What follows belongs to an exercise in optimizing a design on an open flow for small area; a production flow would make more cautious choices.
Function was checked by simulation only, so behaviour that the tests miss may differ from the original.

### design/flow/flow/run.sh
#!/bin/bash
# Standard ORFS layout (the standard.sh, standard synthesis unchanged), with two changes:
#  - the port buffers are buf_1 instead of the delay cell buffer_ports picks by itself;
#  - CTS uses clkbuf_8 leaf buffers with sink clusters of at most 18 and no dummy loads.
# Each ORFS step's full output stays in orfs/logs/...; make's output goes to synth_make.log and
# layout_make.log, and this script's own output to flow_run.log.
set -euo pipefail
exec > >(tee -a flow_run.log) 2>&1
export BUFFER_PORTS_ARGS="-buffer_cell sky130_fd_sc_hd__buf_1"
export CTS_ARGS="-sink_clustering_enable -repair_clock_nets -sink_clustering_size 18 -sink_clustering_max_diameter 80 -buf_list sky130_fd_sc_hd__clkbuf_8 -dont_use_dummy_load"
bash standard.sh synth > synth_make.log 2>&1
bash standard.sh finish > layout_make.log 2>&1
ls -l out/
### design/flow/standard.sh
#!/bin/bash
# synth_recipe.tcl (not shown) runs the flow's synth.tcl, then flattens the netlist and writes it again
# the make line also repeats each setting of config.mk as NAME=value (left out here)
make -C /OpenROAD-flow-scripts/flow DESIGN_CONFIG=/design/flow/config.mk WORK_HOME=/design/flow/orfs CLKGATE_MAP_FILE= SYNTH_SCRIPT=/design/flow/synth_recipe.tcl "${@:-finish}"
### design/flow/config.mk
export PLATFORM = sky130hd
export DESIGN_NAME = dcache_controller
export DESIGN_NICKNAME = dcache_controller
export VERILOG_FILES = /design/flow/design.v
export SDC_FILE = /design/flow/constraint.sdc
export NUM_CORES = 4
export LEC_CHECK = 0
export CAP_MARGIN = 20
export CORE_MARGIN = 2
export CORE_UTILIZATION = 55
export PLACE_DENSITY = 0.7
export SLEW_MARGIN = 20
export SYNTH_HIERARCHICAL = 1
### design/flow/constraint.sdc
create_clock -name core_clock -period 9.0 [get_ports {clk}]
set_input_delay 1.8000 -clock core_clock [delete_from_list [all_inputs] [get_ports {clk}]]
set_output_delay 1.8000 -clock core_clock [all_outputs]
set_load 0.01 [all_outputs]
### design/flow/design.v
package dcache_pkg;
    localparam int NUM_LINES  = 16;
    localparam int LINE_BITS  = 128;
    localparam int LINE_BYTES = LINE_BITS / 8;
    localparam int ADDR_W     = 12;
    localparam int TAG_W      = 4;
    localparam int INDEX_W    = 4;
    localparam int OFFSET_W   = 4;
    localparam logic [1:0] SIZE_BYTE = 2'b00;
    localparam logic [1:0] SIZE_HALF = 2'b01;
    localparam logic [1:0] SIZE_WORD = 2'b10;
endpackage
module dcache_aoi222 (
    input  logic a1, a2, b1, b2, c1, c2,
    output logic y
);
    assign y = ~((a1 & a2) | (b1 & b2) | (c1 & c2));
endmodule
module dcache_nand2 (
    input  logic a, b,
    output logic y
);
    assign y = ~(a & b);
endmodule
module dcache_nand4 (
    input  logic a, b, c, d,
    output logic y
);
    assign y = ~(a & b & c & d);
endmodule
module dcache_nand3b (
    input  logic a_n, b, c,
    output logic y
);
    assign y = ~(~a_n & b & c);
endmodule
module dcache_line_array (
    input  logic [15:0] i_sel,
    input  logic [15:0] i_d,
    output logic         o
);
    logic [4:0] w_grp_n;    
    logic       w_last_n;   
    logic       w_lo;       
    for (genvar g = 0; g < 5; g++) begin : g_aoi
        dcache_aoi222 u_aoi (
            .a1 (i_sel[3*g]),   .a2 (i_d[3*g]),
            .b1 (i_sel[3*g+1]), .b2 (i_d[3*g+1]),
            .c1 (i_sel[3*g+2]), .c2 (i_d[3*g+2]),
            .y  (w_grp_n[g])
        );
    end
    dcache_nand2  u_last (.a(i_sel[15]), .b(i_d[15]), .y(w_last_n));
    dcache_nand4  u_lo   (.a(w_grp_n[0]), .b(w_grp_n[1]), .c(w_grp_n[2]), .d(w_grp_n[3]), .y(w_lo));
    dcache_nand3b u_out  (.a_n(w_lo), .b(w_grp_n[4]), .c(w_last_n), .y(o));
endmodule
import dcache_pkg::*;
module dcache_controller
(
    input  logic                 clk,
    input  logic                 reset,
    input  logic                 dcache_read_req,
    input  logic                 dcache_write_req,
    input  logic [ADDR_W-1:0]    dcache_addr,
    input  logic [31:0]          dcache_write_data,
    input  logic [1:0]           mem_size,
    input  logic                 mem_unsigned,
    output logic [31:0]          dcache_read_data,
    output logic                 dcache_hit,
    output logic                 dcache_stall,
    output logic                 mem_req,
    output logic                 mem_we,
    output logic [ADDR_W-1:0]    mem_addr,
    output logic [LINE_BITS-1:0] mem_wdata,
    input  logic [LINE_BITS-1:0] mem_rdata,
    input  logic                 mem_ready
);
    localparam int RD_BITS = LINE_BITS + TAG_W + 2;    
    logic                     r_req;
    logic                     r_we;
    logic [ADDR_W-1:OFFSET_W] r_mem_line;
    logic [NUM_LINES-1:0]     r_valid;
    logic [NUM_LINES-1:0]     r_dirty;
    logic [TAG_W-1:0]         r_tag  [NUM_LINES];
    logic [LINE_BITS-1:0]     r_data [NUM_LINES];
    logic                  w_idle;
    logic                  w_req;
    logic                  w_hit;
    logic                  w_miss;
    logic [INDEX_W-1:0]    w_index;
    logic [NUM_LINES-1:0]  w_sel;
    logic [RD_BITS-1:0]    w_rd;
    logic                  w_line_valid;
    logic                  w_line_dirty;
    logic [TAG_W-1:0]      w_line_tag;
    logic [LINE_BITS-1:0]  w_line_data;
    logic                  w_be_we;
    logic [LINE_BYTES-1:0] w_be_mask;
    logic [31:0]           w_be_word;
    logic                  w_fill_we;
    logic                  w_clr_dirty;
    logic [LINE_BYTES-1:0] w_grp;
    logic [LINE_BITS-1:0]  w_wdata;
    logic [31:0]           w_word;
    logic [15:0]           w_half;
    logic [7:0]            w_byte;
    logic                  w_load_ok;
    logic [3:0]            w_wsel;
    assign w_idle  = ~r_req;
    assign w_req   = dcache_read_req | dcache_write_req;
    assign w_index = r_req ? r_mem_line[7:4] : dcache_addr[7:4];
    always_comb begin
        for (int i = 0; i < NUM_LINES; i++) w_sel[i] = (w_index == INDEX_W'(i));
    end
    for (genvar b = 0; b < RD_BITS; b++) begin : g_rd
        logic [NUM_LINES-1:0] w_col;
        for (genvar i = 0; i < NUM_LINES; i++) begin : g_col
            if (b < LINE_BITS)             assign w_col[i] = r_data[i][b];
            else if (b < LINE_BITS + TAG_W) assign w_col[i] = r_tag[i][b-LINE_BITS];
            else if (b == LINE_BITS + TAG_W) assign w_col[i] = r_valid[i];
            else                            assign w_col[i] = r_dirty[i];
        end
        dcache_line_array u_rd (.i_sel(w_sel), .i_d(w_col), .o(w_rd[b]));
    end
    assign w_line_data  = w_rd[LINE_BITS-1:0];
    assign w_line_tag   = w_rd[LINE_BITS +: TAG_W];
    assign w_line_valid = w_rd[LINE_BITS + TAG_W];
    assign w_line_dirty = w_rd[LINE_BITS + TAG_W + 1];
    assign w_hit   = w_line_valid & (w_line_tag == dcache_addr[11:8]);
    assign w_miss  = w_idle & w_req & ~w_hit;
    assign w_be_we     = ~reset & w_idle & dcache_write_req & w_hit;
    assign w_fill_we   = ~reset & r_req & ~r_we & mem_ready;
    assign w_clr_dirty = ~reset & r_we & mem_ready;
    always_comb begin
        case (mem_size)
            SIZE_BYTE: w_be_mask = 16'h0001 << dcache_addr[3:0];
            SIZE_HALF: w_be_mask = 16'h0003 << {dcache_addr[3:1], 1'b0};
            default:   w_be_mask = 16'h000F << {dcache_addr[3:2], 2'b00};
        endcase
    end
    assign w_wdata = r_req ? mem_rdata : {4{w_be_word}};
    assign w_grp   = {LINE_BYTES{w_fill_we}} | ({LINE_BYTES{w_be_we}} & w_be_mask);
    always_ff @(posedge clk) begin
        for (int i = 0; i < NUM_LINES; i++) begin
            if (reset) begin
                r_valid[i] <= 1'b0;
                r_dirty[i] <= 1'b0;
            end else if (w_sel[i]) begin
                if (w_fill_we) begin
                    r_valid[i] <= 1'b1;
                    r_dirty[i] <= 1'b0;
                end else if (w_be_we) begin
                    r_dirty[i] <= 1'b1;
                end else if (w_clr_dirty) begin
                    r_dirty[i] <= 1'b0;
                end
            end
        end
    end
    always_ff @(posedge clk) begin
        for (int i = 0; i < NUM_LINES; i++) begin
            if (w_sel[i] && w_fill_we) r_tag[i] <= r_mem_line[11:8];
            for (int b = 0; b < LINE_BYTES; b++) begin
                if (w_sel[i] && w_grp[b]) r_data[i][b*8 +: 8] <= w_wdata[b*8 +: 8];
            end
        end
    end
    assign w_load_ok = ~reset & w_idle & dcache_read_req & ~dcache_write_req & w_hit;
    always_comb begin
        for (int k = 0; k < 4; k++) w_wsel[k] = w_load_ok & (dcache_addr[3:2] == 2'(k));
        w_word = '0;
        for (int k = 0; k < 4; k++) w_word = w_word | ({32{w_wsel[k]}} & w_line_data[32*k +: 32]);
    end
    assign w_half = dcache_addr[1] ? w_word[31:16] : w_word[15:0];
    assign w_byte = dcache_addr[0] ? w_half[15:8]  : w_half[7:0];
    always_comb begin
        w_be_word = dcache_write_data;
        case (mem_size)
            SIZE_BYTE: w_be_word = {4{dcache_write_data[7:0]}};
            SIZE_HALF: w_be_word = {2{dcache_write_data[15:0]}};
            default: ;
        endcase
    end
    always_comb begin
        case (mem_size)
            SIZE_BYTE: dcache_read_data = {{24{w_byte[7] & ~mem_unsigned}}, w_byte};
            SIZE_HALF: dcache_read_data = {{16{w_half[15] & ~mem_unsigned}}, w_half};
            default:   dcache_read_data = w_word;
        endcase
    end
    assign dcache_hit       = ~reset & w_req & w_hit;
    assign dcache_stall     = ~reset & (r_req | (w_req & ~w_hit));
    always_ff @(posedge clk) begin
        if (reset) begin
            r_req <= 1'b0;
            r_we  <= 1'b0;
        end else if (w_idle) begin
            r_req <= w_miss;
            r_we  <= w_miss & w_line_valid & w_line_dirty;
        end else if (mem_ready) begin
            r_req <= r_we;
            r_we  <= 1'b0;
        end
    end
    always_ff @(posedge clk) begin
        if (w_idle) r_mem_line[7:4] <= dcache_addr[7:4];
        if (w_idle || (r_we && mem_ready))
            r_mem_line[11:8] <= (w_idle & w_line_valid & w_line_dirty) ? w_line_tag : dcache_addr[11:8];
    end
    assign mem_req   = r_req;
    assign mem_we    = r_we;
    assign mem_addr  = {r_mem_line, 4'b0};
    assign mem_wdata = w_line_data;
endmodule
==> results.py <==
metrics = {
    "floorplanning": {
        "fp.coreArea_sq_um": 142000,
        "die_h_microns": 382,
        "io_pins": 356,
        "die_w_microns": 382,
        "dieArea_sq_um": 146000,
        "num_rows": 138,
        "start_util_pct": 55.5,
    },
    "timing": {
        "hold_violations": 0,
        "slew_viol_final": 0,
        "finClkSkew_ns": 0.0756,
        "clock.fmax_ghz": 0.120,
        "setup_viol": 0,
        "fin_ws_ns": 0.672,
        "post-route-period-util_pct": 92.5,
        "slew_headroom_pct": 8.78,
        "fin_crit_ns": 8.33,
        "timing.hold.ws_ns": 0.478,
        "rsz0062_at_grt": "no",
        "tightest_slew_ns": 1.37,
        "fin_setup_tns_ns": 0,
    },
    "logic_synthesis": {
        "yosysTopAreaCell": "edfxtp_1",
        "yosysMostFrequentCell": "edfxtp_1",
        "synth_edf_count": 2116,
        "synth_top_area_share_pct": 80.8,
        "yosysWarnings": 9,
        "synth_cell_types": 53,
        "syn_area_sq_um": 78600,
        "ys_seq_area_share_pct": 81.8,
        "syn_avg_cell_area_sq_um": 18.8,
        "ys_top_cells_by_area": "edfxtp_1, a222oi_1, nor2_1, nand2_1, nand3b_1",
        "synth_seq_cells": 2154,
        "ys.flop_type": "edfxtp_1",
        "syn_inst": 4184,
        "yosys-top-cells-count": "edfxtp_1, a222oi_1, nor2_1, nand2_1",
        "async_reset_ff_share_pct": 0,
    },
    "global_routing": {
        "grt_remaining_overflow": 0,
        "grt_max_degree": 131,
        "antenna_found_initial": 14,
        "track_usage_pct": 32.6,
        "grt_pass1_vias": 44700,
        "grt_pass1_wl_microns": 335000,
    },
    "flow_run": {
        "maxCapViolCount": 0,
    },
    "detailed_routing": {
        "ant_nets": 0,
        "dr.pass1.iters": 10,
        "vias": 47700,
        "drcViolationCount": 0,
        "viasPerCell": 7.24,
        "post_drt_wl_per_cell_microns": 36.6,
        "route.met3.wl_microns": 39300,
        "top_layer_used": "met5",
        "met2_length_microns": 108000,
        "drt-initial-drc-count": 10400,
        "wl_met1_microns": 84000,
        "wl_microns": 241000,
    },
    "critical_path": {
        "required_ns": 7.20,
        "crit_path_start": "r_req",
        "worstSetupPathType": "flop to output port",
        "reg2reg_to": "r_data[15][81]",
        "worst_setup_path_start_kind": "flop",
        "rrSetupSlack_ns": 3.08,
        "end_kind": "output port",
        "crit_fanout": 70,
        "crit_arrival_ns": 6.53,
        "r2r-start": "r_req",
        "r2r_cells": 14,
    },
    "placed_design": {
        "dp_slack_ns": 1.07,
        "portBuffers": 351,
        "hpwl_microns": 157000,
        "gp_congestion": 0.896,
        "placed_cell_area_sq_um": 83000,
    },
    "hold_path": {
        "worstHoldPathType": "flop to flop",
        "min_to": "r_valid[15]",
        "whs_path_depth": 1,
        "min_from": "r_valid[15]",
    },
    "final_layout": {
        "seq_area_sq_um": 64300,
        "multiInputGateArea_sq_um": 13900,
        "nets": 4865,
        "fillers": 10200,
        "syn2layout_area_growth_pct": 8.11,
        "finalInstanceArea_sq_um": 85000,
        "drive_gt1_share_pct": 7.47,
    },
    "power_and_ir_drop": {
        "power.total_mw": 18.0,
        "leakagePower_nw": 25.5,
        "peakVddDrop_uv": 160,
        "power.density_nw_per_um2": 212,
    },
    "clock_tree": {
        "root_buffer": "clkbuf_8",
        "cts_setup_buffers": 0,
        "cts_resized": 0,
        "cts_buffers": 139,
        "worst_skew_pair.late_latency_ns": 0.94,
        "ctsHoldBuffers": 0,
        "cts_tree": "built",
        "clock_path_buffers": 3,
        "h-tree-depth": 4,
        "path_clk_slew_ns": 0.12,
        "clock_sinks": 2154,
    },
    "outcome": {
        "status": "complete, no violations",
    },
}
how the worst max path moves through the flow:
stage                     cells past startpoint                    to  slack (ns)
after CTS                                    14  dcache_read_data[15]        1.04
after global routing                         14  dcache_read_data[15]        0.58
final                                        14  dcache_read_data[15]        0.67
after detailed placement                     15  dcache_read_data[15]        1.07
after global placement                       13  dcache_read_data[15]        1.15
after floorplan                              12   dcache_read_data[0]        0.60
logic make-up (layout without fill, tap and decap cells):
| kind of cell | after synthesis | count (layout) | synth area share, % |
|---|---|---|---|
| XOR/XNOR | 4 | 4 | 0.0445 |
| AND/OR/NAND/NOR | 905 | 905 | 5.59 |
| buffers and inverters | 145 | 641 | 0.760 |
| multiplexers | 62 | 62 | 1.31 |
| flip-flops | 2154 | 2154 | 81.8 |
| other | 1 | 17 | 0.00477 |
| AO/OA/AOI/OAI | 913 | 913 | 10.5 |
layer usage:
layer | track usage, % | vias to the layer above
met5 | 0 | -
met4 | 12.1 | 4
met3 | 11.0 | 470
met2 | 48.1 | 3942
met1 | 45.4 | 24100
li1 | - | 19200
worst max-delay path: stages, from the launching register on:
cell	delay, ns
dfxtp_4	0.94
nand2_1	0.18
o22ai_1	0.49
nand2_2	0.08
buf_4	0.31
inv_6	0.62
buf_12	0.40
a222oi_1	0.12
nand4_1	0.14
nand3b_1	0.28
mux4_2	0.41
mux2i_1	0.11
o22a_1	0.33
a31oi_1	0.90
buf_1	0.22
modules after synthesis, one instance, submodules excluded, excerpt:
module	times used	area [sq um]	cells inside	flops+latches
dcache_controller	1	69600	3112	2154
dcache_aoi222	670	10.0	1	0
dcache_nand3b	134	7.51	1	0
dcache_nand4	134	6.26	1	0
dcache_nand2	134	3.75	1	0
flip-flops by register name, indices dropped and copies added (netlist names):
register    flops
r_valid        16
r_dirty        16
r_tag          64
r_data       2048
r_we            1
r_req           1
r_mem_line      8
report_power, final:
part / internal, mW / switching [mW] / total, mW
logic: 0.569 / 1.83 / 2.40
clock network: 1.40 / 2.84 / 4.24
registers: 11.3 / 0.0376 / 11.4
total: 13.3 / 4.72 / 18.0
per-stage QoR:
step,utilization [%],instances
after global placement,58.5,6433
final,60.0,6586
after detailed placement,58.6,6434
after CTS,59.9,6573
after global routing,60.0,6579
after floorplan,-,4187
placed cells by master, fill, tap and decap left out, types with 4 or more instances in the layout:
master | netlist | layout
nand3_1 | 4 | 4
inv_1 | 56 | 40
a222oi_1 | 670 | 670
nand2_2 | 0 | 16
a21o_1 | 66 | 66
nand2_1 | 280 | 264
dfxtp_1 | 38 | 37
xnor2_1 | 4 | 4
o21ai_0 | 17 | 17
a21oi_2 | 0 | 32
a221o_1 | 7 | 7
mux2i_1 | 20 | 20
nand2b_1 | 15 | 15
conb_1 | 1 | 4
nand4_1 | 135 | 135
edfxtp_1 | 2116 | 2116
buf_12 | 0 | 13
o221ai_1 | 5 | 5
a211oi_1 | 10 | 10
nor2_1 | 298 | 297
o21a_1 | 16 | 16
a21oi_1 | 96 | 64
buf_4 | 7 | 81
inv_6 | 0 | 16
nor3_1 | 7 | 7
clkbuf_8 | 0 | 139
diode_2 | 0 | 13
buf_1 | 5 | 348
mux4_2 | 32 | 32
mux2_2 | 10 | 10
nor2b_1 | 16 | 16
or3_1 | 4 | 4
nand3b_1 | 135 | 135
o22ai_1 | 5 | 5
cell type report:
cell class / instances / share of cell area (%)
Sequential cell: 2154 / 75.6
Clock buffer: 139 / 2.25
Inverter: 57 / 0.346
Tap cell: 1890 / 2.78
Timing Repair Buffer: 445 / 2.58
Multi-Input combinational cell: 1888 / 16.4
Antenna cell: 13 / 0.0383

## port drivers added, routing unchanged
The flow's constraints put no driver on any port. The routed layout listed below was extracted and timed again, unchanged, in two steps.
Step 1, drivers: a clkbuf_16 drives clk and a buf_2 each remaining input, both assumed.
Step 2 adds t to the input delays and takes it off the output delays; t is the mean of the earliest and latest rising clock arrival at the registers after step 1. Input paths then give back, and output paths get back, about the clock's delay inside the block.
a / b / c = no drivers / after step 1 / after step 2; a / b = the first two.
t, ns: 0.979
setup WS [ns]: 0.672 / 0.598 / 0.648
worst setup path at the end: input to output
worst data-port slew with drivers (ns): 0.26
pins driven straight from the clock port: 1
After both steps setup and hold are still met in this run. The setup slack of this run moves by -0.074 ns with the drivers and by -0.024 ns with both steps.
